Background: an optimization exercise with open tools, aiming at small area, a short achievable clock period and few clock cycles per item. Do not read the settings as production practice. At most, simulation tests tie the RTL to the original design; equivalence was not proved.

== lane 1 ==
Design sha_256_stream_core, start of the top module:
module sha_256_stream_core #(
  parameter int ROUNDS_PER_CYCLE = 1,
  parameter bit ENABLE_SHA224 = 1
) (
  input  logic         clk,
  input  logic         rst,
  input  logic         ena,
  input  logic [511:0] input_data,
  input  logic         input_valid,
  input  logic         input_first,
  input  logic         input_last,
  input  logic         mode_224,
  output logic         input_ready,
  output logic [255:0] output_hash,
  output logic         output_valid,
  input  logic         output_ready
);
clock: 9.5 ns
lec_check: 0
cap_margin: 20
core_margin: 2
core_utilization: 40
setup_slack_margin: 5
slew_margin: 20
run.sh (not shown) runs the stock make flow with config.mk's settings and CLKGATE_MAP_FILE= SYNTH_SCRIPT=/design/flow/synth_recipe.tcl, a recipe that flattens the netlist after the stock synthesis.
Changes in lane 2 relative to lane 1:
- SETUP_SLACK_MARGIN changed from 5 to 3
[summary]
- Both conditions hold for lane 2: the flow ran to the end and the final layout passed the timing, DRC and antenna checks.
- Taking lane 1 as the reference, in lane 2 area of combinational cells with multiple inputs dropped 5.6%, final worst-path cycle share climbed 16 points, total length of routed wires dropped 0.85%.
No run of this note included a check of the RTL's function; only the layout flow was run.

sha_256_stream_core, a different RTL version from the one above (not shown whole).
Size: ~6,100 cells after synthesis, roughly 1,100 flip-flops, roughly 0.058 mm² of cells after synthesis.
export LEC_CHECK = 0
export CAP_MARGIN = 20
export CORE_MARGIN = 2
export CORE_UTILIZATION = 60
export CTS_CLUSTER_DIAMETER = 90
export CTS_CLUSTER_SIZE = 25
export SETUP_SLACK_MARGIN = 5
export SLEW_MARGIN = 20
export SYNTH_HIERARCHICAL = 1
create_clock -name core_clock -period 9.5 [get_ports {clk}]
standard.sh (not shown) runs the stock make flow with config.mk's settings and CLKGATE_MAP_FILE= SYNTH_SCRIPT=/design/flow/synth_recipe.tcl, a recipe that flattens the netlist after the stock synthesis.
==> flow/flow/run.sh <==
#!/bin/bash
# The standard layout (standard synthesis, floorplan, placement, CTS, routing), except that
# the input and output ports are buffered with sky130_fd_sc_hd__buf_1 instead of the delay
# buffer buffer_ports picks by default.
set -euo pipefail
bash standard.sh "BUFFER_PORTS_ARGS=-buffer_cell sky130_fd_sc_hd__buf_1" finish > orfs_make.log 2>&1
Testbench counts at the start, summed over its fixed seeds: cycles 39,942, blocks 614.
Next try:
==> flow/run.sh (new file) <==
#!/bin/bash
# synth_recipe.tcl (not shown) runs the flow's synth.tcl, then flattens the netlist and writes it again
# the make line also repeats each setting of config.mk as NAME=value (left out here)
make -C /OpenROAD-flow-scripts/flow DESIGN_CONFIG=/design/flow/config.mk WORK_HOME=/design/flow/orfs CLKGATE_MAP_FILE= SYNTH_SCRIPT=/design/flow/synth_recipe.tcl finish
CORE_UTILIZATION = 55   (was 60)
CTS_CLUSTER_DIAMETER = not set   (was 90)
CTS_CLUSTER_SIZE = not set   (was 25)
removed: flow/flow/run.sh
removed: flow/standard.sh
What happened:
- The new run passed the timing, DRC and antenna checks
- worst setup slack gets worse by 0.097 ns
- die area is higher by a little under a tenth
- hold slack gets worse by 0.037 ns
Next try:
==> flow/flow/run.sh (new file) <==
#!/bin/bash
# The standard layout (standard synthesis, floorplan, placement, CTS, routing), except that
# the input and output ports are buffered with sky130_fd_sc_hd__buf_1 instead of the delay
# buffer buffer_ports picks by default.
set -euo pipefail
bash standard.sh "BUFFER_PORTS_ARGS=-buffer_cell sky130_fd_sc_hd__buf_1" finish > orfs_make.log 2>&1
==> flow/standard.sh (new file) <==
#!/bin/bash
# synth_recipe.tcl (not shown) runs the flow's synth.tcl, then flattens the netlist and writes it again
# the make line also repeats each setting of config.mk as NAME=value (left out here)
make -C /OpenROAD-flow-scripts/flow DESIGN_CONFIG=/design/flow/config.mk WORK_HOME=/design/flow/orfs CLKGATE_MAP_FILE= SYNTH_SCRIPT=/design/flow/synth_recipe.tcl "${@:-finish}"
CTS_CLUSTER_DIAMETER = 90   (was not set)
CTS_CLUSTER_SIZE = 25   (was not set)
GPL_ROUTABILITY_DRIVEN = 0   (was not set)
removed: flow/run.sh
=> Sequential share of layout area is higher by 3.6 points. Cell area is lower by 10%. Hold slack improved by 0.020 ns. Global-route usage is lower by 4.6 points. Synthesized cell count stays the same. Fmax is higher by 4.3%. Non-clock buffer count is lower by 31.
Next try:
CTS_CLUSTER_DIAMETER = not set   (was 90)
CTS_CLUSTER_SIZE = not set   (was 25)
GPL_ROUTABILITY_DRIVEN = not set   (was 0)
The changed run completed with no timing, DRC or antenna violations.
Worst setup slack degrades by 0.041 ns.
Hold slack degrades by 0.0036 ns.
First-iteration DRC count fell by 3.5%.
Synthesized cell count stays the same.
Routed wire length rose by 4.0%.
Via count rose by 1.6%.
Final area rose by 4.0%.
Global-route usage rose by 1.8 points.
Flip-flop and latch count is unchanged.
Next try:
==> flow/flow/run.sh (replaced) <==
#!/bin/bash
# The standard layout (standard synthesis, floorplan, placement, CTS, routing), except that
# the input and output ports are buffered with sky130_fd_sc_hd__buf_1 instead of the delay
# buffer buffer_ports picks by default, and timing repair aims at a 5.4 ns setup margin.
set -euo pipefail
bash standard.sh "BUFFER_PORTS_ARGS=-buffer_cell sky130_fd_sc_hd__buf_1" SETUP_SLACK_MARGIN=5.4 finish > orfs_make.log 2>&1
CTS_CLUSTER_DIAMETER = 90   (was not set)
CTS_CLUSTER_SIZE = 25   (was not set)
=>
- worst setup slack barely changes
- final area increases by 1.8%
- global-route usage increases by 2.0 points
- die area stays the same
- clock skew increases by 0.020 ns
- cell count is about the same
- first-iteration DRC count increases by about 13%
- synthesized cell count is unchanged
- fmax stays flat
Next try:
==> flow/flow/run.sh (replaced) <==
#!/bin/bash
# The standard layout (standard synthesis, floorplan, placement, CTS, routing), except that
# the input and output ports are buffered with sky130_fd_sc_hd__buf_1 instead of the delay
# buffer buffer_ports picks by default.
set -euo pipefail
bash standard.sh "BUFFER_PORTS_ARGS=-buffer_cell sky130_fd_sc_hd__buf_1" finish > orfs_make.log 2>&1
Clock-buffer cell count came out lower by 1.
Design area came out lower by 4.4%.
Register-to-register slack is better by 0.04 ns.
Wire length came out lower by 7.3%.
Global-route usage came out lower by 2.6 points.
Via count came out lower by 4.1%.
Die area stays the same.

[port drivers added, routing unchanged]
How much do the figures lean on ideal ports? The routed layouts below were timed once more, with nothing changed but the port constraints. Step 1 sets driving cells, clkbuf_16 on the clock port and buf_2 on the other inputs (assumed; they add their load-dependent delay and slew). Step 2 adds t to the input delays and takes it off the output delays; t is the mean of the earliest and latest rising clock arrival at the registers after step 1. Input paths then give back, and output paths get back, about the clock's delay inside the block. Slacks: ideal / step 1 / step 2; pairs: ideal / step 1.
run	shift t [ns]	setup slack, ns	latest minus earliest clock arrival (ns)
lane 1	0.826	4.741 / 4.741 / 4.741	0.071 / 0.071
lane 2	0.814	3.261 / 3.261 / 3.261	0.087 / 0.087
the first run of note 2	0.794	4.880 / 4.880 / 4.880	0.074 / 0.075
the second run of note 2	0.822	4.783 / 4.783 / 4.783	0.072 / 0.072
the third run of note 2	0.790	4.977 / 4.977 / 4.977	0.060 / 0.059
the fourth run of note 2	0.794	4.936 / 4.936 / 4.936	0.063 / 0.062
the fifth run of note 2	0.774	4.938 / 4.938 / 4.938	0.084 / 0.084
the sixth run of note 2	0.791	4.976 / 4.976 / 4.976	0.075 / 0.075
After both steps setup and hold are still met in every run listed.
